Context: an optimization exercise on an open-source flow, tuned for small area, a short achievable clock period and few clock cycles. The choices shown serve that exercise and are no tape-out recipe.
The RTL was checked by simulation tests, not by an equivalence proof against the original design.
No activity file was given, so power comes from the tool's default toggle rates.

==> design/flow/design.v <==
package aids_pkg;
   localparam int OP_W     = 3;
   localparam int POS_W    = 5;
   localparam int DATA_W   = 32;
   localparam int STAT_W   = 2;
   localparam int FOUND_W  = 4;
   localparam int COUNT_W  = 5;
   localparam logic [OP_W-1:0] OP_CLEAR  = 3'd0;
   localparam logic [OP_W-1:0] OP_INSERT = 3'd1;
   localparam logic [OP_W-1:0] OP_DELETE = 3'd2;
   localparam logic [OP_W-1:0] OP_SEARCH = 3'd3;
   localparam logic [OP_W-1:0] OP_READ   = 3'd4;
   localparam logic [STAT_W-1:0] ST_OK       = 2'd0;
   localparam logic [STAT_W-1:0] ST_FULL     = 2'd1;
   localparam logic [STAT_W-1:0] ST_BADPOS   = 2'd2;
   localparam logic [STAT_W-1:0] ST_NOTFOUND = 2'd3;
endpackage
import aids_pkg::*;
module aids_seq
#(
   parameter int CAPACITY = 16
)(
   input  logic                      clock,
   input  logic                      reset,
   input  logic                      start,
   input  logic [OP_W-1:0]           req_opcode,
   input  logic [POS_W-1:0]          req_position,
   input  logic signed [DATA_W-1:0]  req_value,
   input  logic                      full_next,
   output logic                      busy,
   output logic                      cmd_valid,
   output logic signed [DATA_W-1:0]  cmd_value,
   output logic                      cmd_clr,
   output logic                      cmd_ins,
   output logic                      cmd_ins_go,
   output logic                      cmd_del,
   output logic                      cmd_srch,
   output logic                      cmd_rd,
   output logic [CAPACITY-1:0]       cmd_gt,
   output logic [CAPACITY-1:0]       cmd_eq,
   output logic [CAPACITY-1:0]       cmd_ge
);
   always_ff @(posedge clock) begin
      if (reset) begin
         cmd_valid  <= 1'b0;
         cmd_clr    <= 1'b0;
         cmd_ins    <= 1'b0;
         cmd_ins_go <= 1'b0;
         cmd_del    <= 1'b0;
         cmd_srch   <= 1'b0;
         cmd_rd     <= 1'b0;
      end else begin
         cmd_valid  <= start;
         cmd_clr    <= start && req_opcode == OP_CLEAR;
         cmd_ins    <= start && req_opcode == OP_INSERT;
         cmd_ins_go <= start && req_opcode == OP_INSERT && !full_next;
         cmd_del    <= start && req_opcode == OP_DELETE;
         cmd_srch   <= start && req_opcode == OP_SEARCH;
         cmd_rd     <= start && req_opcode == OP_READ;
      end
      for (int i = 0; i < CAPACITY; i++) begin
         cmd_gt[i] <= POS_W'(i) > req_position;
         cmd_eq[i] <= POS_W'(i) == req_position;
         cmd_ge[i] <= POS_W'(i) >= req_position;
      end
      cmd_value <= req_value;
   end
   assign busy = 1'b0;
endmodule
import aids_pkg::*;
module aids_dpath
#(
   parameter int CAPACITY = 16
)(
   input  logic                      clock,
   input  logic                      reset,
   input  logic signed [DATA_W-1:0]  req_key,
   input  logic                      cmd_valid,
   input  logic signed [DATA_W-1:0]  cmd_value,
   input  logic                      cmd_clr,
   input  logic                      cmd_ins,
   input  logic                      cmd_ins_go,
   input  logic                      cmd_del,
   input  logic                      cmd_srch,
   input  logic                      cmd_rd,
   input  logic [CAPACITY-1:0]       cmd_gt,
   input  logic [CAPACITY-1:0]       cmd_eq,
   input  logic [CAPACITY-1:0]       cmd_ge,
   output logic                      full_next,
   output logic                      rsp_strobe,
   output logic [STAT_W-1:0]         rsp_status,
   output logic [FOUND_W-1:0]        rsp_found_index,
   output logic signed [DATA_W-1:0]  rsp_read_value,
   output logic [COUNT_W-1:0]        rsp_count
);
   localparam int CNT_W = $clog2(CAPACITY + 1);
   logic signed [DATA_W-1:0] mem [CAPACITY];
   logic signed [DATA_W-1:0] mem_n [CAPACITY];
   logic [CNT_W-1:0]         cnt_ff, cnt_in;
   logic [CAPACITY-1:0]      therm_ff, therm_in;
   logic [CAPACITY-1:0]      match_ff, match_n;
   logic [CAPACITY-1:0]      eq_key;
   logic                     eq_key_value;
   logic                     full, ins_bad, pos_bad;
   logic                     ins_ok, del_ok;
   logic [CAPACITY-1:0]      up, ld, dn, hold;
   logic [CAPACITY-1:0]      hit;
   logic                     found;
   logic [FOUND_W-1:0]       hit_idx;
   logic [CAPACITY-1:0]      rd_hot;
   logic signed [DATA_W-1:0] rd_sel;
   logic [STAT_W-1:0]        status;
   assign full    = therm_ff[CAPACITY-1];
   assign ins_bad = !(|(cmd_eq & {therm_ff[CAPACITY-2:0], 1'b1}));
   assign pos_bad = !(|(cmd_eq & therm_ff));
   always_comb begin
      for (int i = 0; i < CAPACITY; i++) begin
         up[i]   = cmd_ins_go && cmd_gt[i];
         ld[i]   = cmd_ins_go && cmd_eq[i];
         dn[i]   = cmd_del && cmd_ge[i] && (i + 1 < CAPACITY);
         hold[i] = !(cmd_ge[i] && (cmd_ins_go || (cmd_del && (i + 1 < CAPACITY))));
      end
   end
   always_comb begin
      for (int i = 0; i < CAPACITY; i++) begin
         mem_n[i] = ({DATA_W{hold[i]}} & mem[i])
                  | ({DATA_W{ld[i]}}   & cmd_value)
                  | ({DATA_W{up[i]}}   & mem[(i + CAPACITY - 1) % CAPACITY])
                  | ({DATA_W{dn[i]}}   & mem[(i + 1) % CAPACITY]);
      end
   end
   always_comb begin
      for (int i = 0; i < CAPACITY; i++)
         eq_key[i] = (mem[i] == req_key);
      eq_key_value = (cmd_value == req_key);
      for (int i = 0; i < CAPACITY; i++) begin
         match_n[i] = (hold[i] && eq_key[i])
                   || (ld[i]   && eq_key_value)
                   || (up[i]   && eq_key[(i + CAPACITY - 1) % CAPACITY])
                   || (dn[i]   && eq_key[(i + 1) % CAPACITY]);
      end
   end
   always_ff @(posedge clock) begin
      for (int i = 0; i < CAPACITY; i++)
         mem[i] <= mem_n[i];
      match_ff <= match_n;
   end
   assign hit = match_ff & therm_ff;
   always_comb begin
      logic [3:0]       grp_hit;
      logic [1:0]       grp_low [4];
      logic [1:0]       grp_sel;
      for (int g = 0; g < 4; g++) begin
         grp_hit[g]    = |hit[4*g +: 4];
         grp_low[g][1] = !hit[4*g] && !hit[4*g+1];
         grp_low[g][0] = !hit[4*g] && (hit[4*g+1] || !hit[4*g+2]);
      end
      grp_sel[1] = !grp_hit[0] && !grp_hit[1];
      grp_sel[0] = !grp_hit[0] && (grp_hit[1] || !grp_hit[2]);
      found      = |grp_hit;
      hit_idx    = {grp_sel, grp_low[grp_sel]};
   end
   always_comb begin
      rd_hot = {CAPACITY{cmd_rd}} & cmd_eq & therm_ff;
      rd_sel = '0;
      for (int i = 0; i < CAPACITY; i++)
         rd_sel = rd_sel | ({DATA_W{rd_hot[i]}} & mem[i]);
   end
   assign ins_ok = cmd_ins_go && !ins_bad;
   assign del_ok = cmd_del && !pos_bad;
   always_comb begin
      cnt_in   = cnt_ff;
      therm_in = therm_ff;
      status   = ST_OK;
      if (cmd_clr) begin
         cnt_in   = '0;
         therm_in = '0;
      end
      if (cmd_ins) begin
         if (full)         status = ST_FULL;
         else if (ins_bad) status = ST_BADPOS;
      end
      if (ins_ok) begin
         cnt_in   = cnt_ff + CNT_W'(1);
         therm_in = {therm_ff[CAPACITY-2:0], 1'b1};
      end
      if (cmd_del && pos_bad) status = ST_BADPOS;
      if (del_ok) begin
         cnt_in   = cnt_ff - CNT_W'(1);
         therm_in = {1'b0, therm_ff[CAPACITY-1:1]};
      end
      if (cmd_srch && !found) status = ST_NOTFOUND;
      if (cmd_rd && pos_bad)  status = ST_BADPOS;
   end
   assign full_next = therm_in[CAPACITY-1];
   always_ff @(posedge clock) begin
      if (reset) begin
         cnt_ff     <= '0;
         therm_ff   <= '0;
         rsp_strobe <= 1'b0;
      end else begin
         cnt_ff     <= cnt_in;
         therm_ff   <= therm_in;
         rsp_strobe <= cmd_valid;
      end
      rsp_status      <= status;
      rsp_found_index <= (cmd_srch && found) ? hit_idx : '0;
      rsp_read_value  <= rd_sel;
      rsp_count       <= cnt_in;
   end
endmodule
import aids_pkg::*;
module array_insert_delete_search_top
#(
   parameter int CAPACITY = 16
)(
   input  logic                      clock,
   input  logic                      reset,
   input  logic                      start,
   output logic                      busy,
   input  logic [OP_W-1:0]           req_opcode,
   input  logic [POS_W-1:0]          req_position,
   input  logic signed [DATA_W-1:0]  req_value,
   input  logic signed [DATA_W-1:0]  req_key,
   output logic                      rsp_strobe,
   output logic [STAT_W-1:0]         rsp_status,
   output logic [FOUND_W-1:0]        rsp_found_index,
   output logic signed [DATA_W-1:0]  rsp_read_value,
   output logic [COUNT_W-1:0]        rsp_count
);
   logic                     cmd_valid;
   logic signed [DATA_W-1:0] cmd_value;
   logic                     cmd_clr, cmd_ins, cmd_ins_go, cmd_del, cmd_srch, cmd_rd;
   logic [CAPACITY-1:0]      cmd_gt, cmd_eq, cmd_ge;
   logic                     full_next;
   aids_seq #(
      .CAPACITY (CAPACITY)
   ) u_seq (
      .clock        (clock),
      .reset        (reset),
      .start        (start),
      .req_opcode   (req_opcode),
      .req_position (req_position),
      .req_value    (req_value),
      .full_next    (full_next),
      .busy         (busy),
      .cmd_valid    (cmd_valid),
      .cmd_value    (cmd_value),
      .cmd_clr      (cmd_clr),
      .cmd_ins      (cmd_ins),
      .cmd_ins_go   (cmd_ins_go),
      .cmd_del      (cmd_del),
      .cmd_srch     (cmd_srch),
      .cmd_rd       (cmd_rd),
      .cmd_gt       (cmd_gt),
      .cmd_eq       (cmd_eq),
      .cmd_ge       (cmd_ge)
   );
   aids_dpath #(
      .CAPACITY (CAPACITY)
   ) u_dpath (
      .clock           (clock),
      .reset           (reset),
      .req_key         (req_key),
      .cmd_valid       (cmd_valid),
      .cmd_value       (cmd_value),
      .cmd_clr         (cmd_clr),
      .cmd_ins         (cmd_ins),
      .cmd_ins_go      (cmd_ins_go),
      .cmd_del         (cmd_del),
      .cmd_srch        (cmd_srch),
      .cmd_rd          (cmd_rd),
      .cmd_gt          (cmd_gt),
      .cmd_eq          (cmd_eq),
      .cmd_ge          (cmd_ge),
      .full_next       (full_next),
      .rsp_strobe      (rsp_strobe),
      .rsp_status      (rsp_status),
      .rsp_found_index (rsp_found_index),
      .rsp_read_value  (rsp_read_value),
      .rsp_count       (rsp_count)
   );
endmodule
==> design/flow/run.sh <==
#!/bin/bash
# synth_recipe.tcl (not shown) runs the flow's synth.tcl, then flattens the netlist and writes it again
# the make line also repeats each setting of config.mk as NAME=value (left out here)
make -C /OpenROAD-flow-scripts/flow DESIGN_CONFIG=/design/flow/config.mk WORK_HOME=/design/flow/orfs CLKGATE_MAP_FILE= SYNTH_SCRIPT=/design/flow/synth_recipe.tcl finish
==> design/flow/config.mk <==
export PLATFORM = sky130hd
export DESIGN_NAME = array_insert_delete_search_top
export DESIGN_NICKNAME = array_insert_delete_search_top
export VERILOG_FILES = /design/flow/design.v
export SDC_FILE = /design/flow/constraint.sdc
export NUM_CORES = 4
export LEC_CHECK = 0
export CAP_MARGIN = 20
export CORE_MARGIN = 2
export CORE_UTILIZATION = 35
export PLACE_DENSITY = 0.45
export SETUP_SLACK_MARGIN = 2.8
export SLEW_MARGIN = 20
==> design/flow/constraint.sdc <==
create_clock -name core_clock -period 5.0 [get_ports {clock}]
set_input_delay 1.0000 -clock core_clock [delete_from_list [all_inputs] [get_ports {clock}]]
set_output_delay 1.0000 -clock core_clock [all_outputs]
set_load 0.01 [all_outputs]
==> metrics.md, run 1 <==
| Metric | Value |
|---|---|
| Slew Viols, Final | `0` |
| #FFs+latches synth | `just under 700` |
| Max Root-Sink Buffers | `3` |
| DP HPWL | `179000 µm` |
| Fmax | `a little over 400 MHz` |
| Crit Path Max Fanout | `4` |
| Via count | `38.91k` |
| Least-Margin Pin Slew | `1.087 ns` |
| Hold Path End | `u_dpath.rsp_strobe` |
| Crit path max-delay cell type | `nor4_4` |
| Reg2reg end | `u_dpath.match_ff[3]` |
| Post-route ant nets | `0` |
| Fin util | `between 40% and 50%` |
| Worst-path cell chain | `buf_12 > buf_12 > xor2_4 > nor4_4 > nand4_1 > nor2_4 > a22oi_2 > o211ai_1` |
| Nets | `3666` |
| Register area share after synthesis | `38.14%` |
| Initial Util | `a little over a third` |
| Worst-skew pair later-pin latency | `0.69 ns` |
| Slew margin rel. | `27.52%` |
| Largest net degree at the start of global routing | `54` |
| GR Util All Layers | `49.34%` |
| Worst path max stage delay | `just under 0.6 ns` |
| Clk root buf | `clkbuf_16` |
| Drt via density | `7.725` |
| Fin. Hold Viols | `0` |
| Syn Inst Count | `3588` |
| R2R cell count | `6` |
| Hold_sp | `u_seq.cmd_valid` |
| # setup viols final | `0` |
| Crit path buf inv count | `2` |
| Total wire length | `267300 µm` |
| FF+latch area | `13710 µm²` |
| Die area | `104500 µm²` |
| RSZ-0062 raised after global routing | `yes` |
| Arrival time worst endpoint | `3.03 ns` |
| Post-synth cell types | `57` |
| R2R Path Start | `u_dpath.mem[4][7]` |
| GRT overflow | `0` |
| Area grow syn2layout | `23.91%` |
| Num CTS Buffers | `approximately 80` |
| Synth Warn # | `5` |
| Static Leakage | `around 18 nW` |
| Initial antenna violation count | `33` |
| R2R Setup Slk | `2.61 ns` |
| Site Rows | `roughly 120` |
| Multi-input logic area | `22470 µm²` |
| Drt drc | `0` |
| H-tree Lvls | `3` |
| Ys async rst share | `0%` |
| Sinks on Clock Net | `680` |
| Clock transition at the registers of the reported paths | `0.06 ns` |
| Area of the core | `101400 µm²` |
| Crit Path Category | `input pin to flop` |
| HP Class | `flop to flop` |
| Hold_ws | `approximately 0.46 ns` |
| FILL cells | `9712` |
| Hold-critical path depth | `1` |
| Kind of cell adding the most delay to the critical path | `simple AND/OR/NAND/NOR gates` |
| IO Pins | `120` |
| Routed WL per cell | `53.07 µm` |
| Vias in the first global route | `34.56k` |
| CTS tree | `done` |
| DRT Pass-1 Iters | `8` |
| Drt first-iter violations | `8374` |
| TNS Setup | `0 ns` |
| Tmin final | `2.427 ns` |
| CP most frequent cell | `buf_12` |
| Number of enable flip-flop cells after synthesis | `0` |
| Share of layout cells above drive strength 1 | `22.61%` |
| Die H | `approximately 320 µm` |
| Run status | `timing/DRC/antenna clean` |
| Syn avg cell area | `9.948 µm²` |
| Worst EP required | `5.60 ns` |
| Die width | `323.3 µm` |
| PwrDens | `~320 nW/µm²` |
| Max-cap viol count | `0` |
| Peak VDD IR | `0.1878 mV` |
| Synth Cell Area | `35690 µm²` |
| First-pass GRT wire length | `around 340000 µm` |
| Final Cycle Share | `slightly below 50%` |
| CP Capture Type | `flop` |
| GPL Wtd Cong | `1.216` |
| Skew final | `about 0.025 ns` |
| Worst setup SP type | `input pin` |
| Synth Flop Type | `dfxtp_1` |
| I/O Buffers | `118` |
==> sequential cells by signal, summed over array words and instances, names as in the netlist <==
name and flops:
u_seq.cmd_ge 16, u_dpath.therm_ff 16, u_seq.cmd_ins_go 1, u_dpath.mem 512, u_seq.cmd_rd 1, u_seq.cmd_value 32, u_dpath.rsp_found_index 4, u_seq.cmd_valid 1
u_seq.cmd_ins 1, u_dpath.rsp_read_value 32, u_dpath.rsp_status 2, u_dpath.rsp_strobe 1, u_seq.cmd_gt 16, u_seq.cmd_eq 16, u_dpath.cnt_ff 5, u_seq.cmd_srch 1
u_seq.cmd_clr 1, u_seq.cmd_del 1, u_dpath.rsp_count 5, u_dpath.match_ff 16
==> through the flow <==
stage | cells | total power, mW | worst slack (ns) | cell area, µm²
6_report | 5037 | 14.04 | 2.573 | 44220
5_1_grt | 5023 | 14.20 | 2.596 | 44190
4_1_cts | 4982 | 13.81 | 2.661 | 42990
3_5_place_dp | 4781 | 7.439 | 0.3334 | 38240
3_3_place_gp | 4781 | 7.447 | 0.3330 | 38230
2_1_floorplan | 3589 | 6.588 | 2.771 | 36140
==> layout make-up <==
class                           count  share of cell area, %
Multi-Input combinational cell   2410                  50.81
Clock inverter                     26                 0.6677
Clock buffer                      122                  5.576
Tap cell                         1368                  3.870
Inverter                           46                 0.3904
Antenna cell                       15                0.08488
Sequential cell                   680                  30.99
Timing Repair Buffer              370                  7.605
==> how the worst max path moves through the flow <==
stage	depth (start not counted)	slack, ns	end	start
3_5_place_dp	7	0.33	u_dpath.match_ff[7]	req_key[2]
2_1_floorplan	7	2.77	u_dpath.match_ff[5]	req_key[2]
6_report	8	2.57	u_dpath.match_ff[3]	req_key[7]
5_1_grt	8	2.60	u_dpath.match_ff[3]	req_key[7]
3_3_place_gp	7	0.33	u_dpath.match_ff[7]	req_key[2]
4_1_cts	5	2.66	u_dpath.mem[14][29]	u_seq.cmd_ins_go
==> cell usage in the layout (no fill, tap or decap), types with 49 or more instances in the layout <==
| cell type | instances |
|---|---|
| clkbuf_16 | 87 |
| a221oi_1 | 128 |
| dfxtp_1 | 623 |
| a22o_1 | 609 |
| nand2_1 | 72 |
| xor2_2 | 49 |
| xnor2_1 | 77 |
| buf_4 | 205 |
| nor4_1 | 53 |
| a221o_1 | 481 |
| nand4_1 | 100 |
| xor2_1 | 351 |
==> what timing repair did <==
item                       4_1_cts  5_1_grt
gates resized for setup        672      183
pin swaps                       80       67
setup endpoints to repair      603      358
buffers inserted                47       36
gates cloned                     6        4
hold buffers                     0        0
==> power breakdown <==
group | leakage, nW | switching (mW) | total [mW] | internal [mW]
clock network | 1.36 | 2.62 | 6.33 | 3.71
registers | 5.54 | 0.471 | 6.08 | 5.61
logic | 10.9 | 1.07 | 1.63 | 0.567
total | 17.8 | 4.16 | 14.0 | 9.88
==> synthesized netlist by cell type, drive strengths merged (2+ instances only) <==
master / instances / area share (%)
nor3: 14 / 0.20
inv: 46 / 0.48
and3: 20 / 0.35
ha: 2 / 0.070
o21a: 2 / 0.042
a21oi: 6 / 0.084
nand2: 91 / 0.96
a22oi: 26 / 0.57
nand4: 101 / 1.8
a221oi: 128 / 3.1
buf: 95 / 1.3
o211ai: 8 / 0.17
a311oi: 3 / 0.074
a32oi: 3 / 0.074
nand2b: 3 / 0.053
nor2b: 19 / 0.33
o2111ai: 2 / 0.049
xnor2: 128 / 3.1
a21o: 2 / 0.042
o21ai: 8 / 0.12
a211oi: 18 / 0.52
xor2: 416 / 10
mux2i: 19 / 0.53
nor4: 115 / 2.0
clkbuf: 364 / 3.8
o31a: 2 / 0.049
nand3: 10 / 0.14
nor2: 50 / 0.53
o221ai: 6 / 0.15
or2: 6 / 0.11
a222oi: 32 / 0.90
nor4b: 2 / 0.049
a221o: 481 / 13
a31oi: 6 / 0.11
dfxtp: 680 / 38
and2: 50 / 0.88
or3: 5 / 0.088
a22o: 609 / 15
==> routing by layer <==
metal  vias up  global-route usage [%]  wire, µm
met2      4011                   69.40    105600
met1     19390                   60.14     98310
met5         -                   1.157       214
met4        30                   32.37     23870
li1      14300                       -         -
met3      1174                   22.32     39310
==> worst reg2reg max path, delay by kind of cell (launching register included) <==
family | cells | cell delay, ns
AND/OR/NAND/NOR | 3 | 1.38
AO/OA/AOI/OAI | 2 | 0.21
flip-flops | 1 | 0.54
XOR/XNOR | 1 | 0.19
==> cell families after synthesis <==
family | after synthesis | synth area share [%]
multiplexers | 19 | 0.5328
AO/OA/AOI/OAI | 1346 | 34.66
buffers and inverters | 505 | 5.640
other | 1 | 0.01051
XOR/XNOR | 544 | 13.35
AND/OR/NAND/NOR | 491 | 7.597
adder cells (fa/ha/maj) | 2 | 0.07010
flip-flops | 680 | 38.14
Testbench counts, summed over its fixed seeds: cycles 4,016.
==> run 2, diff against run 1 <==
--- a/design/flow/design.v
+++ b/design/flow/design.v
@@ -37,11 +37,20 @@
    output logic                      cmd_srch,
    output logic                      cmd_rd,
-   output logic [CAPACITY-1:0]       cmd_gt,
    output logic [CAPACITY-1:0]       cmd_eq,
-   output logic [CAPACITY-1:0]       cmd_ge
+   output logic [CAPACITY-1:0]       cmd_up,
+   output logic [CAPACITY-1:0]       cmd_ld,
+   output logic [CAPACITY-1:0]       cmd_dn,
+   output logic [CAPACITY-1:0]       cmd_hold
 );
+   logic ins_go, del;
+   assign ins_go = start && req_opcode == OP_INSERT && !full_next;
+   assign del    = start && req_opcode == OP_DELETE;
    always_ff @(posedge clock) begin
       if (reset) begin
          cmd_valid  <= 1'b0;
+         cmd_up     <= '0;
+         cmd_ld     <= '0;
+         cmd_dn     <= '0;
+         cmd_hold   <= '1;
          cmd_clr    <= 1'b0;
          cmd_ins    <= 1'b0;
@@ -52,16 +61,20 @@
       end else begin
          cmd_valid  <= start;
+         for (int i = 0; i < CAPACITY; i++) begin
+            cmd_up[i]   <= ins_go && POS_W'(i) > req_position;
+            cmd_ld[i]   <= ins_go && POS_W'(i) == req_position;
+            cmd_dn[i]   <= del && POS_W'(i) >= req_position && i + 1 < CAPACITY;
+            cmd_hold[i] <= !(POS_W'(i) >= req_position
+                             && (ins_go || (del && i + 1 < CAPACITY)));
+         end
          cmd_clr    <= start && req_opcode == OP_CLEAR;
          cmd_ins    <= start && req_opcode == OP_INSERT;
-         cmd_ins_go <= start && req_opcode == OP_INSERT && !full_next;
+         cmd_ins_go <= ins_go;
          cmd_del    <= start && req_opcode == OP_DELETE;
          cmd_srch   <= start && req_opcode == OP_SEARCH;
          cmd_rd     <= start && req_opcode == OP_READ;
       end
-      for (int i = 0; i < CAPACITY; i++) begin
-         cmd_gt[i] <= POS_W'(i) > req_position;
+      for (int i = 0; i < CAPACITY; i++)
          cmd_eq[i] <= POS_W'(i) == req_position;
-         cmd_ge[i] <= POS_W'(i) >= req_position;
-      end
       cmd_value <= req_value;
    end
@@ -84,7 +97,9 @@
    input  logic                      cmd_srch,
    input  logic                      cmd_rd,
-   input  logic [CAPACITY-1:0]       cmd_gt,
    input  logic [CAPACITY-1:0]       cmd_eq,
-   input  logic [CAPACITY-1:0]       cmd_ge,
+   input  logic [CAPACITY-1:0]       cmd_up,
+   input  logic [CAPACITY-1:0]       cmd_ld,
+   input  logic [CAPACITY-1:0]       cmd_dn,
+   input  logic [CAPACITY-1:0]       cmd_hold,
    output logic                      full_next,
    output logic                      rsp_strobe,
@@ -114,12 +129,8 @@
    assign ins_bad = !(|(cmd_eq & {therm_ff[CAPACITY-2:0], 1'b1}));
    assign pos_bad = !(|(cmd_eq & therm_ff));
-   always_comb begin
-      for (int i = 0; i < CAPACITY; i++) begin
-         up[i]   = cmd_ins_go && cmd_gt[i];
-         ld[i]   = cmd_ins_go && cmd_eq[i];
-         dn[i]   = cmd_del && cmd_ge[i] && (i + 1 < CAPACITY);
-         hold[i] = !(cmd_ge[i] && (cmd_ins_go || (cmd_del && (i + 1 < CAPACITY))));
-      end
-   end
+   assign up   = cmd_up;
+   assign ld   = cmd_ld;
+   assign dn   = cmd_dn;
+   assign hold = cmd_hold;
    always_comb begin
       for (int i = 0; i < CAPACITY; i++) begin
@@ -232,5 +243,5 @@
    logic signed [DATA_W-1:0] cmd_value;
    logic                     cmd_clr, cmd_ins, cmd_ins_go, cmd_del, cmd_srch, cmd_rd;
-   logic [CAPACITY-1:0]      cmd_gt, cmd_eq, cmd_ge;
+   logic [CAPACITY-1:0]      cmd_eq, cmd_up, cmd_ld, cmd_dn, cmd_hold;
    logic                     full_next;
    aids_seq #(
@@ -253,7 +264,9 @@
       .cmd_srch     (cmd_srch),
       .cmd_rd       (cmd_rd),
-      .cmd_gt       (cmd_gt),
       .cmd_eq       (cmd_eq),
-      .cmd_ge       (cmd_ge)
+      .cmd_up       (cmd_up),
+      .cmd_ld       (cmd_ld),
+      .cmd_dn       (cmd_dn),
+      .cmd_hold     (cmd_hold)
    );
    aids_dpath #(
@@ -271,7 +284,9 @@
       .cmd_srch        (cmd_srch),
       .cmd_rd          (cmd_rd),
-      .cmd_gt          (cmd_gt),
       .cmd_eq          (cmd_eq),
-      .cmd_ge          (cmd_ge),
+      .cmd_up          (cmd_up),
+      .cmd_ld          (cmd_ld),
+      .cmd_dn          (cmd_dn),
+      .cmd_hold        (cmd_hold),
       .full_next       (full_next),
       .rsp_strobe      (rsp_strobe),
--- a/design/flow/config.mk
+++ b/design/flow/config.mk
@@ -9,4 +9,6 @@
 export CORE_MARGIN = 2
 export CORE_UTILIZATION = 35
+export CTS_CLUSTER_DIAMETER = 80
+export CTS_CLUSTER_SIZE = 20
 export PLACE_DENSITY = 0.45
 export SETUP_SLACK_MARGIN = 2.8
==> run 2 against run 1 <==
Area after synthesis rose by 1.1%. Die area rose by 1.1%. Clock skew rose by 0.041 ns. Design area fell by 5.6%. Clock power fell by about 30%. Critical path depth fell by 3. Sequential power rose by 7.1%. Largest cell class unchanged.
==> metrics.md, run 2 <==
| Metric | Value |
|---|---|
| H-tree Lvls | `2 (-1)` |
| Share of layout cells above drive strength 1 | `15.36% (-7.2 points)` |
| Grt met2 use | `66.82% (-2.6 points)` |
| Syn avg cell area | `8.808 µm² (-11%)` |
| Hold_sp | `u_seq.cmd_valid` |
| Number of enable flip-flop cells after synthesis | `0 (unchanged)` |
| Crit Path Category | `flop to flop` |
| CP Capture Type | `flop` |
| Gr busiest metal | `met2` |
| Ys async rst share | `0% (unchanged)` |
| Clock transition at the registers of the reported paths | `0.08 ns (+0.02 ns)` |
| Multi-input logic area | `21120 µm² (-6.0%)` |
| Total wire length | `254800 µm (-4.7%)` |
| R2R Path Start | `u_seq.cmd_rd` |
| DRT Pass-1 Iters | `10 (+2)` |
| Nets | `4060 (+11%)` |
| Worst-skew pair later-pin latency | `0.71 ns (+0.02 ns)` |
| Register area share after synthesis | `39.45% (+1.3 points)` |
| CTS tree | `done` |
| Drt first-iter violations | `7781 (-7.1%)` |
| I/O Buffers | `118 (unchanged)` |
| Hold_ws | `0.4424 ns (-0.01430 ns)` |
| Max-cap viol count | `0 (unchanged)` |
| Grt met3 use | `14.82% (-7.5 points)` |
| Pre-CTS setup slack | `0.7734 ns (+0.4400 ns)` |
| Clk root buf | `clkbuf_16` |
| Routed WL per cell | `47.29 µm (-11%)` |
| Synth Warn # | `5 (unchanged)` |
| Largest net degree at the start of global routing | `39 (-28%)` |
| Static Leakage | `17.67 nW (-0.62%)` |
| HP Class | `flop to flop` |
| Die H | `325.1 µm (+0.53%)` |
| Post-synth cell types | `51 (-11%)` |
| Slew margin rel. | `29.94% (+2.4 points)` |
| Largest cells by area after synthesis | `dfxtp_1 39%, a22oi_1 21%, xor2_1 13%` |
| Skew final | `0.06611 ns (+0.04142 ns)` |
| TNS Setup | `0 ns (unchanged)` |
| Sinks on Clock Net | `711 (+4.6%)` |
| Vias in the first global route | `34.17k (-1.1%)` |
| Fmax | `432.0 MHz (+4.8%)` |
| Least-Margin Pin Slew | `1.047 ns (-0.03987 ns)` |
| Synth cell count leaders | `1000 x a22oi_1, 711 x dfxtp_1, 549 x nand2_1` |
| Initial Util | `35.36% (+0.18 points)` |
| GRT overflow | `0 (unchanged)` |
| Fin worst setup slack | `2.685 ns (+0.1123 ns)` |
| Area of the core | `102000 µm² (+0.58%)` |
| Via count | `38.75k (-0.42%)` |
| GPL Wtd Cong | `1.203 (-1.1%)` |
| DP HPWL | `168900 µm (-5.6%)` |
| Worst setup SP type | `flop` |
| First-pass GRT wire length | `333500 µm (-3.0%)` |
| Num CTS Buffers | `47 (-42%)` |
| # setup viols final | `0 (unchanged)` |
| Final Cycle Share | `46.29% (-2.2 points)` |
| Fin. Hold Viols | `0 (unchanged)` |
| Syn Inst Count | `4096 (+14%)` |
| Peak VDD IR | `0.2716 mV (+45%)` |
| Synth Cell Area | `36080 µm² (+1.1%)` |
| Arrival time worst endpoint | `2.74 ns (-0.29 ns)` |
| Slew Viols, Final | `0 (unchanged)` |
| Post-route cell area | `41740 µm² (-5.6%)` |
| Post-route ant nets | `0 (unchanged)` |
| Commonest non-fill, non-tap cell in the layout | `a22oi_1` |
| Power, Total | `12.60 mW (-10%)` |
| IO Pins | `120 (unchanged)` |
| Commonest cells after routing, fill and taps aside | `994 x a22oi_1, 622 x dfxtp_1, 548 x nand2_1` |
| GR Util met1 | `60.16% (about the same)` |
| Max Root-Sink Buffers | `3 (unchanged)` |
| Drt via density | `7.191 (-6.9%)` |
| FILL cells | `10.29k (+5.9%)` |
| Top-count cell post-synth | `a22oi_1` |
| Synth Flop Type | `dfxtp_1` |
| Run status | `timing/DRC/antenna clean` |
| Drt drc | `0 (unchanged)` |
| Crit Path Max Fanout | `18 (+14)` |
| FF+latch area | `14410 µm² (+5.1%)` |
| Die width | `325.1 µm (+0.53%)` |
| Die area | `105700 µm² (+1.1%)` |
| Cell area after placement | `38300 µm² (+0.15%)` |
| #FFs+latches synth | `711 (+4.6%)` |
| Tmin final | `2.315 ns (-0.1123 ns)` |
| Crit path from | `u_seq.cmd_rd` |
| Site Rows | `117 (unchanged)` |
| Max reg flops | `512 (unchanged)` |
| RSZ-0062 raised after global routing | `yes` |
| GR Util All Layers | `46.10% (-3.2 points)` |
| Largest Register | `u_dpath.mem` |
| Initial antenna violation count | `11 (-67%)` |
| Regs by FF count | `u_dpath.mem x512, u_dpath.rsp_read_value x32, u_seq.cmd_value x32` |
| Worst EP required | `5.42 ns (-0.18 ns)` |
| Largest area contributor in the netlist | `dfxtp_1` |
| Area grow syn2layout | `15.71%` |
| PwrDens | `301.8 nW/µm² (-5.0%)` |
| Synth top area share | `39.45% (+1.3 points)` |
## run 2: cells by family (layout without fill, tap and decap cells)
| logic type | after synthesis | count (layout) | synth area share [%] |
|---|---|---|---|
| adders and majority gates | 2 | 2 | 0.06935 |
| DFF | 711 | 711 | 39.45 |
| buffers and inverters | 527 | 440 | 5.663 |
| and+or+nand+nor | 944 | 944 | 11.95 |
| xor gates and xnor gates | 544 | 544 | 13.21 |
| AOI/OAI and AO/OA | 1363 | 1364 | 29.53 |
| other | 1 | 11 | 0.01039 |
| muxes | 4 | 4 | 0.1110 |
## run 2: per-stage QoR
stage | utilization, % | std cells
final | 40.91 | 5388
after global routing | 40.89 | 5380
after CTS | 40.09 | 5338
after detailed placement | 37.53 | 5233
after global placement | 37.53 | 5233
after floorplan | - | 4097
## run 2: critical path, stage by stage, from the launching register on
cell and delay, ns:
dfxtp_2 0.43, and3_4 0.36, buf_6 0.28, a22o_1 0.26, a221oi_1 0.28, nand4_1 0.42
## run 2: layout make-up
class | count | share of cell area, %
Multi-Input combinational cell | 2860 | 50.60
Sequential cell | 711 | 34.51
Timing Repair Buffer | 321 | 6.693
Tap cell | 1368 | 4.100
Clock buffer | 58 | 3.042
Clock inverter | 19 | 0.6145
Inverter | 42 | 0.3926
Antenna cell | 9 | 0.05395
## run 2: routing by layer
layer	up-vias	wire, µm
met5	-	101
met2	3501	103000
met3	889	33200
met4	10	19690
li1	15050	-
met1	19300	98800
## run 2: final timing paths
| check | to | slack, ns | cells past startpoint |
|---|---|---|---|
| hold / removal | u_dpath.rsp_strobe | 0.44 | 1 |
| setup reg to reg | u_dpath.rsp_read_value[3] | 2.69 | 5 |
| hold reg to reg | u_dpath.rsp_strobe | 0.44 | 1 |
| setup / recovery | u_dpath.rsp_read_value[3] | 2.69 | 5 |
## run 2: where the power goes
| group | total (mW) | internal (mW) | leakage [nW] | switching, mW |
|---|---|---|---|---|
| sequential | 6.51 | 5.90 | 5.80 | 0.612 |
| combinational | 1.68 | 0.523 | 11.1 | 1.15 |
| clock | 4.41 | 2.05 | 0.741 | 2.36 |
| total | 12.6 | 8.48 | 17.7 | 4.12 |
## run 2: timing repair
item                                    4_1_cts  5_1_grt
gates cloned                                  4        1
endpoints found under the setup margin      154       90
setup buffers                                24       40
resized for setup                           547      103
hold buffers                                  0        0
pin swaps                                    59       53
Testbench counts of run 2, summed over its fixed seeds: cycles 4,016.
==> run 3, diff against run 2 <==
--- a/design/flow/design.v
+++ b/design/flow/design.v
@@ -114,7 +114,7 @@
    logic [CNT_W-1:0]         cnt_ff, cnt_in;
    logic [CAPACITY-1:0]      therm_ff, therm_in;
-   logic [CAPACITY-1:0]      match_ff, match_n;
-   logic [CAPACITY-1:0]      eq_key;
-   logic                     eq_key_value;
+   logic [CAPACITY-1:0]      match_ff [2], match_n [2];
+   logic [CAPACITY-1:0]      eq_key [2];
+   logic [1:0]               eq_key_value;
    logic                     full, ins_bad, pos_bad;
    logic                     ins_ok, del_ok;
@@ -123,5 +123,4 @@
    logic                     found;
    logic [FOUND_W-1:0]       hit_idx;
-   logic [CAPACITY-1:0]      rd_hot;
    logic signed [DATA_W-1:0] rd_sel;
    logic [STAT_W-1:0]        status;
@@ -142,12 +141,14 @@
    end
    always_comb begin
-      for (int i = 0; i < CAPACITY; i++)
-         eq_key[i] = (mem[i] == req_key);
-      eq_key_value = (cmd_value == req_key);
-      for (int i = 0; i < CAPACITY; i++) begin
-         match_n[i] = (hold[i] && eq_key[i])
-                   || (ld[i]   && eq_key_value)
-                   || (up[i]   && eq_key[(i + CAPACITY - 1) % CAPACITY])
-                   || (dn[i]   && eq_key[(i + 1) % CAPACITY]);
+      for (int h = 0; h < 2; h++) begin
+         for (int i = 0; i < CAPACITY; i++)
+            eq_key[h][i] = (mem[i][16*h +: 16] == req_key[16*h +: 16]);
+         eq_key_value[h] = (cmd_value[16*h +: 16] == req_key[16*h +: 16]);
+         for (int i = 0; i < CAPACITY; i++) begin
+            match_n[h][i] = (hold[i] && eq_key[h][i])
+                         || (ld[i]   && eq_key_value[h])
+                         || (up[i]   && eq_key[h][(i + CAPACITY - 1) % CAPACITY])
+                         || (dn[i]   && eq_key[h][(i + 1) % CAPACITY]);
+         end
       end
    end
@@ -155,7 +156,8 @@
       for (int i = 0; i < CAPACITY; i++)
          mem[i] <= mem_n[i];
-      match_ff <= match_n;
-   end
-   assign hit = match_ff & therm_ff;
+      match_ff[0] <= match_n[0];
+      match_ff[1] <= match_n[1];
+   end
+   assign hit = match_ff[0] & match_ff[1] & therm_ff;
    always_comb begin
       logic [3:0]       grp_hit;
@@ -173,8 +175,7 @@
    end
    always_comb begin
-      rd_hot = {CAPACITY{cmd_rd}} & cmd_eq & therm_ff;
       rd_sel = '0;
       for (int i = 0; i < CAPACITY; i++)
-         rd_sel = rd_sel | ({DATA_W{rd_hot[i]}} & mem[i]);
+         rd_sel = rd_sel | ({DATA_W{cmd_eq[i]}} & mem[i]);
    end
    assign ins_ok = cmd_ins_go && !ins_bad;
@@ -217,5 +218,5 @@
       rsp_status      <= status;
       rsp_found_index <= (cmd_srch && found) ? hit_idx : '0;
-      rsp_read_value  <= rd_sel;
+      rsp_read_value  <= (cmd_rd && !pos_bad) ? rd_sel : '0;
       rsp_count       <= cnt_in;
    end
==> run 3 against run 2 <==
Via count up 0.53%. Highest routed layer unchanged. Total power increased by 3.5%. Synthesized cell count grew 1.1%. Largest cell class unchanged. Hold slack better by 0.00092 ns. Maximum frequency grew 0.39%. Core utilization rose by 0.41 points. Sequential cell count increased by 16. Clock power rose by about 10%. Clock skew fell by 0.016 ns. Die area up 1.5%. Sequential share of layout area down 0.15 points. Setup slack better by 0.0090 ns. Largest power group unchanged.
==> metrics.md, run 3 <==
| Metric | Value |
|---|---|
| DP HPWL | `134800 µm (-20%)` |
| Crit path from | `u_seq.cmd_eq[11]` |
| Commonest non-fill, non-tap cell in the layout | `a22oi_1` |
| Synth Area in XOR/XNOR | `13.01% (-0.19 points)` |
| CTS Hold Bufs | `0 (unchanged)` |
| Via count | `38.95k (+0.53%)` |
| GPL Wtd Cong | `1.010 (-16%)` |
| Synthesized-area fraction occupied by adder cells | `0.06834% (-0.0010 points)` |
| Largest family of logic cells by synthesized area | `compound AO/OA/AOI/OAI gates` |
| Crit path max-delay cell type | `a31oi_1` |
| Fin worst setup slack | `2.694 ns (+0.009030 ns)` |
| Peak VDD IR | `0.2643 mV (-2.7%)` |
| Die area | `107200 µm² (+1.5%)` |
| Largest cells by area after synthesis | `dfxtp_1 40%, a22oi_1 22%, xnor2_1 13%` |
| DRT Pass-1 Iters | `14 (+4)` |
| Cell area after placement | `39050 µm² (+2.0%)` |
| Number of enable flip-flop cells after synthesis | `0 (unchanged)` |
| Worst path max stage delay | `0.48 ns (+0.05 ns)` |
| Synth Area in Compound Gates | `30.15% (+0.61 points)` |
| Largest area contributor in the netlist | `dfxtp_1` |
| PwrDens | `304.4 nW/µm² (+0.86%)` |
| Kind of cell adding the most delay to the critical path | `buffers and inverters` |
| I/O Buffers | `118 (unchanged)` |
| Total wire length | `233400 µm (-8.4%)` |
| GR Util met1 | `55.72% (-4.4 points)` |
| Synth Warn # | `8 (+3)` |
| R2R Path Start | `u_seq.cmd_eq[11]` |
| CP Capture Type | `flop` |
| Top-count cell post-synth | `a22oi_1` |
| Skew final | `0.04975 ns (-0.01636 ns)` |
| Reg2reg end | `u_dpath.rsp_read_value[13]` |
| HP Class | `flop to flop` |
| Grt met3 use | `13.07% (-1.8 points)` |
| RSZ-0062 raised after global routing | `yes` |
| Initial antenna violation count | `7 (-4)` |
| Worst EP required | `5.54 ns (+0.12 ns)` |
| Syn avg cell area | `8.845 µm² (+0.42%)` |
| Num CTS Buffers | `51 (+8.5%)` |
| Commonest cells after routing, fill and taps aside | `1090 x a22oi_1, 622 x dfxtp_1, 525 x nand2_1` |
| # setup viols final | `0 (unchanged)` |
| #FFs+latches synth | `727 (+2.3%)` |
| Area of the core | `103600 µm² (+1.6%)` |
| Ys async rst share | `0% (unchanged)` |
| Static Leakage | `16.32 nW (-7.6%)` |
| Max reg flops | `512 (unchanged)` |
| Fmax | `433.7 MHz (+0.39%)` |
| Crit Path Max Fanout | `33 (+15)` |
| Fin. Hold Viols | `0 (unchanged)` |
| Tmin final | `2.306 ns (-0.009030 ns)` |
| Sinks on Clock Net | `727 (+2.3%)` |
| Register area share after synthesis | `39.75% (+0.29 points)` |
| Largest Register | `u_dpath.mem` |
| Arrival time worst endpoint | `2.84 ns (+0.10 ns)` |
| Synth Cell Area | `36620 µm² (+1.5%)` |
| R2R cell count | `7 (+2)` |
| Worst-skew pair later-pin latency | `0.72 ns (about the same)` |
| Max-cap viol count | `0 (unchanged)` |
| Clock transition at the registers of the reported paths | `0.09 ns (about the same)` |
| Max Root-Sink Buffers | `3 (unchanged)` |
| Worst setup SP type | `flop` |
| R2R Setup Slk | `2.69 ns (about the same)` |
| Synth Flop Type | `dfxtp_1` |
| Hold_sp | `u_seq.cmd_valid` |
| Grt met2 use | `57.18% (-9.6 points)` |
| Run status | `timing/DRC/antenna clean` |
| Fin util | `41.32% (+0.41 points)` |
| Post-route insts no fill | `5457 (+1.3%)` |
| CTS tree | `done` |
| Post-synth cell types | `52 (+2.0%)` |
| Die H | `327.5 µm (+0.74%)` |
| Vias in the first global route | `35.37k (+3.5%)` |
| Cell count after placement | `5289 (+1.1%)` |
| Post-route ant nets | `0 (unchanged)` |
| Nets | `4114 (+1.3%)` |
| Slew margin rel. | `30.50% (+0.55 points)` |
| Routed WL per cell | `42.76 µm (-9.6%)` |
| Crit Path Category | `flop to flop` |
| Synth top area share | `39.75% (+0.29 points)` |
| Slew Viols, Final | `0 (unchanged)` |
| TNS Setup | `0 ns (unchanged)` |
| Crit path buf inv count | `3 (+2)` |
| Syn Inst Count | `4140 (+1.1%)` |
| Least-Margin Pin Slew | `1.043 ns (-0.004718 ns)` |
| Clk root buf | `clkbuf_16` |
| Final Cycle Share | `46.11% (-0.18 points)` |
| H-tree Lvls | `2 (unchanged)` |
| Gr busiest metal | `met2` |
| Drt first-iter violations | `7984 (+2.6%)` |
| Post-route cell area | `42820 µm² (+2.6%)` |
| First-pass GRT wire length | `310900 µm (-6.8%)` |
| Pre-CTS setup slack | `1.279 ns (+0.5059 ns)` |
| Share of layout cells above drive strength 1 | `14.88% (-0.48 points)` |
| Drt via density | `7.138 (-0.74%)` |
| Area grow syn2layout | `16.95%` |
| Site Rows | `118 (+0.85%)` |
| Worst-path cell chain | `buf_8 > a221oi_2 > nand4_4 > buf_12 > nand2_8 > buf_6 > a31oi_1` |
| Drt drc | `0 (unchanged)` |
| Hold-critical path depth | `1 (unchanged)` |
| GRT overflow | `0 (unchanged)` |
| IO Pins | `120 (unchanged)` |
| Largest net degree at the start of global routing | `35 (-10%)` |
| Synth cell count leaders | `1091 x a22oi_1, 727 x dfxtp_1, 544 x xnor2_1` |
| Power, Total | `13.03 mW (+3.5%)` |
| GR Util All Layers | `41.55% (-4.5 points)` |
| Hold Path End | `u_dpath.rsp_strobe` |
| Simple-gate share of the synthesized area | `11.10% (-0.85 points)` |
| Mux cell area share after synthesis | `0.5194% (+0.41 points)` |
| Initial Util | `35.33% (about the same)` |
| Die width | `327.5 µm (+0.74%)` |
| Hold_ws | `0.4433 ns (+0.0009220 ns)` |
run 3: layout make-up:
| type | instances | area, µm² |
|---|---|---|
| inverters | 48 | 188.9 |
| repair buffers | 318 | 2944 |
| fillers | 10330 | 60820 |
| multi-input cells | 2891 | 21470 |
| clock inverters | 29 | 377.9 |
| clock buffers | 59 | 1388 |
| diodes | 5 | 12.51 |
| flip-flops and latches | 727 | 14720 |
| well taps | 1380 | 1727 |
run 3: worst max-delay path by stage:
stage / endpoint / slack (ns) / cells past startpoint
final: u_dpath.rsp_read_value[13] / 2.69 / 7
after global routing: u_dpath.rsp_read_value[13] / 2.76 / 7
after CTS: u_dpath.match_ff[0][12] / 2.77 / 8
after detailed placement: u_dpath.match_ff[1][15] / 1.28 / 6
after global placement: u_dpath.match_ff[1][15] / 1.27 / 6
after floorplan: u_dpath.match_ff[0][5] / 2.75 / 7
run 3: repair_timing:
action	in CTS	in global routing
pin swaps	38	55
gates cloned	1	8
endpoints found under the setup margin	193	106
setup buffers	19	47
resized for setup	370	167
run 3: worst register-to-register path: stages, from the launching register on:
cell	delay (ns)
dfxtp_2	0.36
buf_8	0.41
a221oi_2	0.15
nand4_4	0.19
buf_12	0.13
nand2_8	0.12
buf_6	0.27
a31oi_1	0.49
run 3: where the power goes:
group	internal, mW	switching (mW)	leakage [nW]	total, mW
clock	2.31	2.56	0.860	4.87
sequential	6.04	0.572	5.92	6.61
combinational	0.658	0.898	9.54	1.56
total	9.00	4.03	16.3	13.0
run 3: cell families (layout without fill, tap and decap cells):
group,after synthesis,in the layout
AO/OA/AOI/OAI,1432,1432
AND/OR/NAND/NOR,892,892
flip-flops,727,727
XOR/XNOR,544,544
buffers and inverters,523,454
multiplexers,19,19
adder cells (fa/ha/maj),2,2
other,1,7
run 3: metal layers:
layer | vias to the layer above | part of all wire [%]
met5 | - | 0.030
met4 | 4 | 7.2
met3 | 865 | 14
met2 | 3571 | 40
met1 | 19190 | 39
li1 | 15320 | -
Testbench counts of run 3, summed over its fixed seeds: cycles 4,016.
==> run 4, diff against run 3 <==
--- a/design/flow/design.v
+++ b/design/flow/design.v
@@ -40,6 +40,5 @@
    output logic [CAPACITY-1:0]       cmd_up,
    output logic [CAPACITY-1:0]       cmd_ld,
-   output logic [CAPACITY-1:0]       cmd_dn,
-   output logic [CAPACITY-1:0]       cmd_hold
+   output logic [CAPACITY-1:0]       cmd_dn
 );
    logic ins_go, del;
@@ -52,5 +51,4 @@
          cmd_ld     <= '0;
          cmd_dn     <= '0;
-         cmd_hold   <= '1;
          cmd_clr    <= 1'b0;
          cmd_ins    <= 1'b0;
@@ -65,6 +63,4 @@
             cmd_ld[i]   <= ins_go && POS_W'(i) == req_position;
             cmd_dn[i]   <= del && POS_W'(i) >= req_position && i + 1 < CAPACITY;
-            cmd_hold[i] <= !(POS_W'(i) >= req_position
-                             && (ins_go || (del && i + 1 < CAPACITY)));
          end
          cmd_clr    <= start && req_opcode == OP_CLEAR;
@@ -101,5 +97,4 @@
    input  logic [CAPACITY-1:0]       cmd_ld,
    input  logic [CAPACITY-1:0]       cmd_dn,
-   input  logic [CAPACITY-1:0]       cmd_hold,
    output logic                      full_next,
    output logic                      rsp_strobe,
@@ -112,9 +107,9 @@
    logic signed [DATA_W-1:0] mem [CAPACITY];
    logic signed [DATA_W-1:0] mem_n [CAPACITY];
-   logic [CNT_W-1:0]         cnt_ff, cnt_in;
+   logic [CNT_W-1:0]         cnt;
    logic [CAPACITY-1:0]      therm_ff, therm_in;
-   logic [CAPACITY-1:0]      match_ff [2], match_n [2];
-   logic [CAPACITY-1:0]      eq_key [2];
-   logic [1:0]               eq_key_value;
+   logic [CAPACITY-1:0]      match_ff, match_n;
+   logic [CAPACITY-1:0]      eq_key;
+   logic                     eq_key_value;
    logic                     full, ins_bad, pos_bad;
    logic                     ins_ok, del_ok;
@@ -123,4 +118,5 @@
    logic                     found;
    logic [FOUND_W-1:0]       hit_idx;
+   logic [CAPACITY-1:0]      rd_hot;
    logic signed [DATA_W-1:0] rd_sel;
    logic [STAT_W-1:0]        status;
@@ -131,5 +127,5 @@
    assign ld   = cmd_ld;
    assign dn   = cmd_dn;
-   assign hold = cmd_hold;
+   assign hold = ~(cmd_up | cmd_ld | cmd_dn);
    always_comb begin
       for (int i = 0; i < CAPACITY; i++) begin
@@ -141,14 +137,12 @@
    end
    always_comb begin
-      for (int h = 0; h < 2; h++) begin
-         for (int i = 0; i < CAPACITY; i++)
-            eq_key[h][i] = (mem[i][16*h +: 16] == req_key[16*h +: 16]);
-         eq_key_value[h] = (cmd_value[16*h +: 16] == req_key[16*h +: 16]);
-         for (int i = 0; i < CAPACITY; i++) begin
-            match_n[h][i] = (hold[i] && eq_key[h][i])
-                         || (ld[i]   && eq_key_value[h])
-                         || (up[i]   && eq_key[h][(i + CAPACITY - 1) % CAPACITY])
-                         || (dn[i]   && eq_key[h][(i + 1) % CAPACITY]);
-         end
+      for (int i = 0; i < CAPACITY; i++)
+         eq_key[i] = (mem[i] == req_key);
+      eq_key_value = (cmd_value == req_key);
+      for (int i = 0; i < CAPACITY; i++) begin
+         match_n[i] = (hold[i] && eq_key[i])
+                   || (ld[i]   && eq_key_value)
+                   || (up[i]   && eq_key[(i + CAPACITY - 1) % CAPACITY])
+                   || (dn[i]   && eq_key[(i + 1) % CAPACITY]);
       end
    end
@@ -156,8 +150,7 @@
       for (int i = 0; i < CAPACITY; i++)
          mem[i] <= mem_n[i];
-      match_ff[0] <= match_n[0];
-      match_ff[1] <= match_n[1];
-   end
-   assign hit = match_ff[0] & match_ff[1] & therm_ff;
+      match_ff <= match_n;
+   end
+   assign hit = match_ff & therm_ff;
    always_comb begin
       logic [3:0]       grp_hit;
@@ -175,42 +168,39 @@
    end
    always_comb begin
+      rd_hot = {CAPACITY{cmd_rd}} & cmd_eq & therm_ff;
       rd_sel = '0;
       for (int i = 0; i < CAPACITY; i++)
-         rd_sel = rd_sel | ({DATA_W{cmd_eq[i]}} & mem[i]);
+         rd_sel = rd_sel | ({DATA_W{rd_hot[i]}} & mem[i]);
    end
    assign ins_ok = cmd_ins_go && !ins_bad;
    assign del_ok = cmd_del && !pos_bad;
    always_comb begin
-      cnt_in   = cnt_ff;
       therm_in = therm_ff;
       status   = ST_OK;
-      if (cmd_clr) begin
-         cnt_in   = '0;
-         therm_in = '0;
-      end
+      if (cmd_clr) therm_in = '0;
       if (cmd_ins) begin
          if (full)         status = ST_FULL;
          else if (ins_bad) status = ST_BADPOS;
       end
-      if (ins_ok) begin
-         cnt_in   = cnt_ff + CNT_W'(1);
-         therm_in = {therm_ff[CAPACITY-2:0], 1'b1};
-      end
+      if (ins_ok) therm_in = {therm_ff[CAPACITY-2:0], 1'b1};
       if (cmd_del && pos_bad) status = ST_BADPOS;
-      if (del_ok) begin
-         cnt_in   = cnt_ff - CNT_W'(1);
-         therm_in = {1'b0, therm_ff[CAPACITY-1:1]};
-      end
+      if (del_ok) therm_in = {1'b0, therm_ff[CAPACITY-1:1]};
       if (cmd_srch && !found) status = ST_NOTFOUND;
       if (cmd_rd && pos_bad)  status = ST_BADPOS;
    end
    assign full_next = therm_in[CAPACITY-1];
+   always_comb begin
+      cnt = '0;
+      cnt[CNT_W-1] = therm_in[CAPACITY-1];
+      for (int b = 0; b < CNT_W - 1; b++)
+         for (int k = 0; k < CAPACITY >> (b + 1); k++)
+            cnt[b] = cnt[b] | (therm_in[(k << (b + 1)) + (1 << b) - 1]
+                               && !therm_in[((k + 1) << (b + 1)) - 1]);
+   end
    always_ff @(posedge clock) begin
       if (reset) begin
-         cnt_ff     <= '0;
          therm_ff   <= '0;
          rsp_strobe <= 1'b0;
       end else begin
-         cnt_ff     <= cnt_in;
          therm_ff   <= therm_in;
          rsp_strobe <= cmd_valid;
@@ -218,6 +208,6 @@
       rsp_status      <= status;
       rsp_found_index <= (cmd_srch && found) ? hit_idx : '0;
-      rsp_read_value  <= (cmd_rd && !pos_bad) ? rd_sel : '0;
-      rsp_count       <= cnt_in;
+      rsp_read_value  <= rd_sel;
+      rsp_count       <= cnt;
    end
 endmodule
@@ -244,5 +234,5 @@
    logic signed [DATA_W-1:0] cmd_value;
    logic                     cmd_clr, cmd_ins, cmd_ins_go, cmd_del, cmd_srch, cmd_rd;
-   logic [CAPACITY-1:0]      cmd_eq, cmd_up, cmd_ld, cmd_dn, cmd_hold;
+   logic [CAPACITY-1:0]      cmd_eq, cmd_up, cmd_ld, cmd_dn;
    logic                     full_next;
    aids_seq #(
@@ -268,6 +258,5 @@
       .cmd_up       (cmd_up),
       .cmd_ld       (cmd_ld),
-      .cmd_dn       (cmd_dn),
-      .cmd_hold     (cmd_hold)
+      .cmd_dn       (cmd_dn)
    );
    aids_dpath #(
@@ -289,5 +278,4 @@
       .cmd_ld          (cmd_ld),
       .cmd_dn          (cmd_dn),
-      .cmd_hold        (cmd_hold),
       .full_next       (full_next),
       .rsp_strobe      (rsp_strobe),
==> run 4 against run 3 <==
Combinational power fell by about 10%. Cell count fell by 2.6%. Maximum frequency rose by 0.83%. Sequential power fell by 8.2%. Area after synthesis fell by 5.0%. Wire length rose by 7.3%. Critical path type is now input pin to flop.
==> metrics.md, run 4 <==
| Metric | Value |
|---|---|
| Largest area contributor in the netlist | `dfxtp_1` |
| Total wire length | `250400 µm (+7.3%)` |
| Pre-CTS setup slack | `0.8588 ns (-0.4206 ns)` |
| Static Leakage | `17.71 nW (+8.5%)` |
| Crit Path Category | `input pin to flop` |
| #FFs+latches synth | `690 (-5.1%)` |
| Syn avg cell area | `8.608 µm² (-2.7%)` |
| Register share of total power | `51.1% (+0.4 points)` |
| Site Rows | `115 (-2.5%)` |
| First-pass GRT wire length | `328300 µm (+5.6%)` |
| Worst EP required | `5.65 ns (+0.11 ns)` |
| Fmax | `437.3 MHz (+0.83%)` |
| Worst-skew pair later-pin latency | `0.72 ns (about the same)` |
| TNS Setup | `0 ns (unchanged)` |
| Clock transition at the registers of the reported paths | `0.08 ns (about the same)` |
| Crit path max-delay cell type | `nor4_4` |
| Worst-path cell chain | `buf_2 > buf_8 > xor2_2 > nor4_4 > nand4_1 > nor2_2 > a22oi_1 > nand2_1` |
| GR Util All Layers | `47.19% (+5.6 points)` |
| Drt via density | `7.224 (+1.2%)` |
| Tmin final | `2.287 ns (-0.01906 ns)` |
| Kind of cell adding the most delay to the critical path | `simple AND/OR/NAND/NOR gates` |
| Slew margin rel. | `26.37% (-4.1 points)` |
| Die area | `102000 µm² (-4.9%)` |
| Area of the core | `98420 µm² (-5.0%)` |
| Fin. Hold Viols | `0 (unchanged)` |
| Regs by FF count | `u_dpath.mem x512, u_dpath.rsp_read_value x32, u_seq.cmd_value x32` |
| Initial Util | `35.36% (about the same)` |
| Share of layout cells above drive strength 1 | `16.38% (+1.5 points)` |
| Max reg flops | `512 (unchanged)` |
| HP Class | `flop to flop` |
| Sw Ratio | `32.34% (+1.4 points)` |
| Area grow syn2layout | `17.03% (about the same)` |
| Register area share after synthesis | `39.69% (-0.054 points)` |
| Synth top area share | `39.69% (-0.054 points)` |
| Arrival time worst endpoint | `2.94 ns (+0.10 ns)` |
| Synth Cell Area | `34800 µm² (-5.0%)` |
| Drt first-iter violations | `10.64k (+33%)` |
| Drt drc | `0 (unchanged)` |
| CP Capture Type | `flop` |
| GPL Wtd Cong | `1.189 (+18%)` |
| Commonest non-fill, non-tap cell in the layout | `nand2_1` |
| Largest Register | `u_dpath.mem` |
| Vias in the first global route | `34.06k (-3.7%)` |
| I/O Buffers | `118 (unchanged)` |
| Crit Path Max Fanout | `11 (-67%)` |
| Final Cycle Share | `45.73% (-0.38 points)` |
| Largest net degree at the start of global routing | `35 (unchanged)` |
| Crit path buf inv count | `2 (-1)` |
| Routed WL per cell | `47.13 µm (+10%)` |
| Cell count after placement | `5177 (-2.1%)` |
| Run status | `timing/DRC/antenna clean` |
| PwrDens | `291.8 nW/µm² (-4.1%)` |
| Synth Flop Type | `dfxtp_1` |
| Via count | `38.39k (-1.4%)` |
| Top-count cell post-synth | `nand2_1` |
| RSZ-0062 raised after global routing | `yes` |
| # setup viols final | `0 (unchanged)` |
| Die H | `319.3 µm (-2.5%)` |
| Synth Warn # | `5 (-3)` |
| Max Root-Sink Buffers | `3 (unchanged)` |
| Sinks on Clock Net | `690 (-5.1%)` |
| Power share of the combinational group | `11.8% (about the same)` |
| Die width | `319.3 µm (-2.5%)` |
| Max-cap viol count | `0 (unchanged)` |
| Skew final | `0.05484 ns (+0.005093 ns)` |
| Ys async rst share | `0% (unchanged)` |
| Slew Viols, Final | `0 (unchanged)` |
| Post-route ant nets | `0 (unchanged)` |
| Nets | `4066 (-1.2%)` |
| Post-route insts no fill | `5314 (-2.6%)` |
| Post-synth cell types | `58 (+12%)` |
| Worst path max stage delay | `0.50 ns (+0.02 ns)` |
| Clock power share | `37.1% (-0.3 points)` |
| H-tree Lvls | `2 (unchanged)` |
| IO Pins | `120 (unchanged)` |
| Peak VDD IR | `0.2566 mV (-2.9%)` |
| Least-Margin Pin Slew | `1.105 ns (+0.06196 ns)` |
| Fin worst setup slack | `2.713 ns (+0.01906 ns)` |
| Net Sw Power | `3.843 mW (-4.7%)` |
| Num CTS Buffers | `48 (-5.9%)` |
| DP HPWL | `180900 µm (+34%)` |
| Commonest cells after routing, fill and taps aside | `1071 x nand2_1, 613 x dfxtp_1, 490 x xor2_1` |
| FILL cells | `9861 (-4.5%)` |
| Clk root buf | `clkbuf_16` |
| Worst setup SP type | `input pin` |
| Hold_ws | `0.4395 ns (-0.003767 ns)` |
| Power Internal | `8.041 mW (-11%)` |
| Syn Inst Count | `4043 (-2.3%)` |
| Synth cell count leaders | `1073 x nand2_1, 690 x dfxtp_1, 544 x xor2_1` |
| GRT overflow | `0 (unchanged)` |
| Largest cells by area after synthesis | `dfxtp_1 40%, a222oi_1 14%, xor2_1 14%` |
| DRT Pass-1 Iters | `13 (-1)` |
| Number of enable flip-flop cells after synthesis | `0 (unchanged)` |
| Initial antenna violation count | `17 (+10)` |
| CTS tree | `done` |
run 4: cell types whose count changed in the layout (fill, tap and decap cells not counted), moves of 69 or more:
cell / change
nand2_1: +546
xnor2_1: -456
nor4_1: +86
xnor2_2: -79
a222oi_1: +448
a22oi_1: -1019
nand4_1: -69
xor2_1: +490
run 4: logic make-up (layout without fill, tap and decap cells):
| logic type | after synthesis | after routing | share of synthesized area, % |
|---|---|---|---|
| AOI/OAI and AO/OA | 872 | 874 | 23.20 |
| buffers and inverters | 464 | 440 | 5.206 |
| and+or+nand+nor | 1471 | 1471 | 18.17 |
| other | 1 | 7 | 0.01078 |
| xor gates and xnor gates | 544 | 544 | 13.69 |
| DFF | 690 | 690 | 39.69 |
| muxes | 1 | 1 | 0.02876 |
run 4: layout make-up:
| class | instances | area (µm²) | area share [%] |
|---|---|---|---|
| repair buffers | 349 | 2997 | 7.358 |
| inverters | 10 | 37.54 | 0.09216 |
| clock buffers | 57 | 1285 | 3.155 |
| diodes | 5 | 12.51 | 0.03072 |
| well taps | 1287 | 1610 | 3.954 |
| clock inverters | 24 | 305.3 | 0.7496 |
| multi-input cells | 2892 | 20530 | 50.42 |
| flip-flops and latches | 690 | 13950 | 34.24 |
run 4: routing by layer:
| metal | vias to the layer above | share of wire (%) | track usage [%] | wire (µm) |
|---|---|---|---|---|
| met3 | 848 | 14 | 16.56 | 34110 |
| li1 | 15020 | - | - | - |
| met5 | - | 0.11 | 0.7092 | 273 |
| met4 | 30 | 7.1 | 26.27 | 17820 |
| met2 | 3617 | 41 | 69.03 | 102900 |
| met1 | 18870 | 38 | 60.15 | 95320 |
run 4: through the flow:
| step | util (%) | instance area (µm²) | power (mW) |
|---|---|---|---|
| 2_1_floorplan | - | 35240 | 6.559 |
| 3_3_place_gp | 37.99 | 37390 | 7.393 |
| 3_5_place_dp | 37.99 | 37390 | 7.383 |
| 4_1_cts | 40.94 | 40290 | 11.74 |
| 5_1_grt | 41.37 | 40720 | 12.03 |
| 6_report | 41.38 | 40730 | 11.88 |
run 4: timing repair:
action / CTS / global route
pin swaps: 63 / 43
endpoints found under the hold margin: 0 / 0
gates cloned: 5 / 0
setup buffers: 44 / 2
resized for setup: 549 / 88
hold buffers: 0 / 0
endpoints found under the setup margin: 192 / 66
run 4: final timing paths:
check                                     start                  end  slack (ns)  cells past startpoint
worst min-delay path            u_seq.cmd_valid   u_dpath.rsp_strobe        0.44                      1
worst max register to register  u_seq.cmd_up[6]  u_dpath.match_ff[6]        2.75                      5
worst min register to register  u_seq.cmd_valid   u_dpath.rsp_strobe        0.44                      1
worst max-delay path                req_key[29]  u_dpath.match_ff[9]        2.71                      8
run 4: worst reg2reg max path: cells and delay by family (launching register included):
kind	cells	cell delay, ns
buffers and inverters	2	0.76
AO/OA/AOI/OAI	1	0.27
AND/OR/NAND/NOR	2	0.18
flip-flops	1	0.93
run 4: power by group through the flow:
stage	Sequential, mW	Combinational (mW)	Clock, mW
3_5_place_dp	6.16	1.22	0
4_1_cts	6.03	1.30	4.40
3_3_place_gp	6.17	1.22	0
5_1_grt	6.06	1.39	4.58
6_report	6.07	1.40	4.41
2_1_floorplan	5.96	0.602	0
Testbench counts of run 4, summed over its fixed seeds: cycles 4,016.
==> run 5, diff against run 4 <==
--- a/design/flow/config.mk
+++ b/design/flow/config.mk
@@ -6,5 +6,5 @@
 export NUM_CORES = 4
 export LEC_CHECK = 0
-export CAP_MARGIN = 20
+export CAP_MARGIN = 5
 export CORE_MARGIN = 2
 export CORE_UTILIZATION = 35
@@ -13,3 +13,3 @@
 export PLACE_DENSITY = 0.45
 export SETUP_SLACK_MARGIN = 2.8
-export SLEW_MARGIN = 20
+export SLEW_MARGIN = 5
==> run 5 against run 4 <==
Non-clock buffer count is the same. Critical path type unchanged. Clock power is essentially flat. Core utilization is the same. Via count is the same. Hold slack is the same. Area after synthesis is the same. Clock-buffer cell count is the same. Sequential power is essentially flat. Maximum frequency is the same.
==> metrics.md, run 5 <==
| Metric | Value |
|---|---|
| Synth cell count leaders | `1073 x nand2_1, 690 x dfxtp_1, 544 x xor2_1` |
| Via count | `38.39k (unchanged)` |
| Skew final | `0.05484 ns (unchanged)` |
| R2R Path Start | `u_seq.cmd_up[6]` |
| Fmax | `437.3 MHz (unchanged)` |
| Fin util | `41.38% (unchanged)` |
| # setup viols final | `0 (unchanged)` |
| Regs by FF count | `u_dpath.mem x512, u_dpath.rsp_read_value x32, u_seq.cmd_value x32` |
| R2R Setup Slk | `2.75 ns (about the same)` |
| DRT Pass-1 Iters | `13 (unchanged)` |
| PwrDens | `291.8 nW/µm² (unchanged)` |
| Reg2reg end | `u_dpath.match_ff[6]` |
| Fin worst setup slack | `2.713 ns (unchanged)` |
| Drt first-iter violations | `10.64k (unchanged)` |
| Register share of total power | `51.1% (about the same)` |
| CTS tree | `done` |
| Total wire length | `250400 µm (unchanged)` |
| Nets | `4066 (unchanged)` |
| #FFs+latches synth | `690 (unchanged)` |
| GR Util All Layers | `47.19% (unchanged)` |
| I/O Buffers | `118 (unchanged)` |
| Drt drc | `0 (unchanged)` |
| Number of enable flip-flop cells after synthesis | `0 (unchanged)` |
| Sinks on Clock Net | `690 (unchanged)` |
| Max-cap viol count | `0 (unchanged)` |
| Crit Path Max Fanout | `11 (unchanged)` |
| Slew Viols, Final | `0 (unchanged)` |
| Largest Register | `u_dpath.mem` |
| Register area share after synthesis | `39.69% (unchanged)` |
| Initial Util | `35.36% (unchanged)` |
| Post-route ant nets | `0 (unchanged)` |
| Routed WL per cell | `47.13 µm (unchanged)` |
| Net Sw Power | `3.843 mW (unchanged)` |
| Worst setup SP type | `input pin` |
| CTS Hold Bufs | `0 (unchanged)` |
| Area of the core | `98420 µm² (unchanged)` |
| Arrival time worst endpoint | `2.94 ns (about the same)` |
| DP HPWL | `180900 µm (unchanged)` |
| R2R cell count | `5 (unchanged)` |
| Die H | `319.3 µm (unchanged)` |
| Run status | `timing/DRC/antenna clean` |
| Clk root buf | `clkbuf_16` |
| Sw Ratio | `32.34% (unchanged)` |
| Top-count cell post-synth | `nand2_1` |
| Commonest non-fill, non-tap cell in the layout | `nand2_1` |
| Die width | `319.3 µm (unchanged)` |
| H-tree Lvls | `2 (unchanged)` |
| GRT overflow | `0 (unchanged)` |
| Area grow syn2layout | `17.03% (unchanged)` |
run 5: kinds of logic (layout without fill, tap and decap cells):
group | count (synthesis) | after routing | share of synthesized area (%)
simple gates | 1471 | 1471 | 18.17
compound gates | 872 | 874 | 23.20
flops | 690 | 690 | 39.69
xor+xnor | 544 | 544 | 13.69
buf+inv | 464 | 440 | 5.206
other cells | 1 | 7 | 0.01078
mux | 1 | 1 | 0.02876
run 5: how the worst max path moves through the flow:
stage,start,endpoint,slack (ns),cells past startpoint
2_1_floorplan,req_key[18],u_dpath.match_ff[0],2.73,8
6_report,req_key[29],u_dpath.match_ff[9],2.71,8
5_1_grt,u_dpath.therm_ff[4],u_dpath.rsp_count[1],2.69,8
3_5_place_dp,req_key[30],u_dpath.match_ff[10],0.86,8
3_3_place_gp,req_key[30],u_dpath.match_ff[10],0.87,8
4_1_cts,u_seq.cmd_rd,u_dpath.rsp_read_value[15],2.76,5
run 5: through the flow:
step / area [µm²] / hold WS [ns] / instances
finish: 40730 / 0.4395 / 5314
detailed placement: 37390 / 0.4268 / 5177
global placement: 37390 / 0.4165 / 5177
global route: 40720 / 0.4660 / 5309
CTS: 40290 / 0.4450 / 5307
floorplan: 35240 / 0.4138 / 4044
run 5: metal layers:
metal / up-vias / GRT usage (%) / part of all wire (%)
met1: 18870 / 60.15 / 38
met4: 30 / 26.27 / 7.1
li1: 15020 / - / -
met5: - / 0.7092 / 0.11
met3: 848 / 16.56 / 14
met2: 3617 / 69.03 / 41
run 5: area by class of cell:
cell class | instances | area [µm²]
Multi-Input combinational cell | 2892 | 20530
Sequential cell | 690 | 13950
Tap cell | 1287 | 1610
Antenna cell | 5 | 12.51
Clock inverter | 24 | 305.3
Inverter | 10 | 37.54
Fill cell | 9861 | 57690
Clock buffer | 57 | 1285
Timing Repair Buffer | 349 | 2997
run 5: power groups by stage:
| stage | Clock (mW) | Combinational (mW) | Sequential (mW) |
|---|---|---|---|
| final | 4.41 | 1.40 | 6.07 |
| after global routing | 4.58 | 1.39 | 6.06 |
| after CTS | 4.40 | 1.30 | 6.03 |
| after detailed placement | 0 | 1.22 | 6.16 |
| after global placement | 0 | 1.22 | 6.17 |
| after floorplan | 0 | 0.602 | 5.96 |
run 5: worst max-delay path, stage by stage:
cell and delay, ns:
buf_2 0.21, buf_8 0.21, xor2_2 0.20, nor4_4 0.50, nand4_1 0.31, nor2_2 0.28, a22oi_1 0.10, nand2_1 0.11
run 5: repair_timing:
| action | 4_1_cts | 5_1_grt |
|---|---|---|
| pin swaps | 63 | 43 |
| gates cloned | 5 | 0 |
| setup endpoints to repair | 192 | 66 |
| buffers inserted | 44 | 2 |
| hold endpoints to repair | 0 | 0 |
| gates resized for setup | 549 | 88 |

Setup slack of run 5, layout unchanged: 2.713 ns with ideal ports, 2.745 ns with driving cells assumed (clock clkbuf_16, inputs buf_2), 1.976 ns with port delays also shifted by the 0.772 ns mid clock arrival.
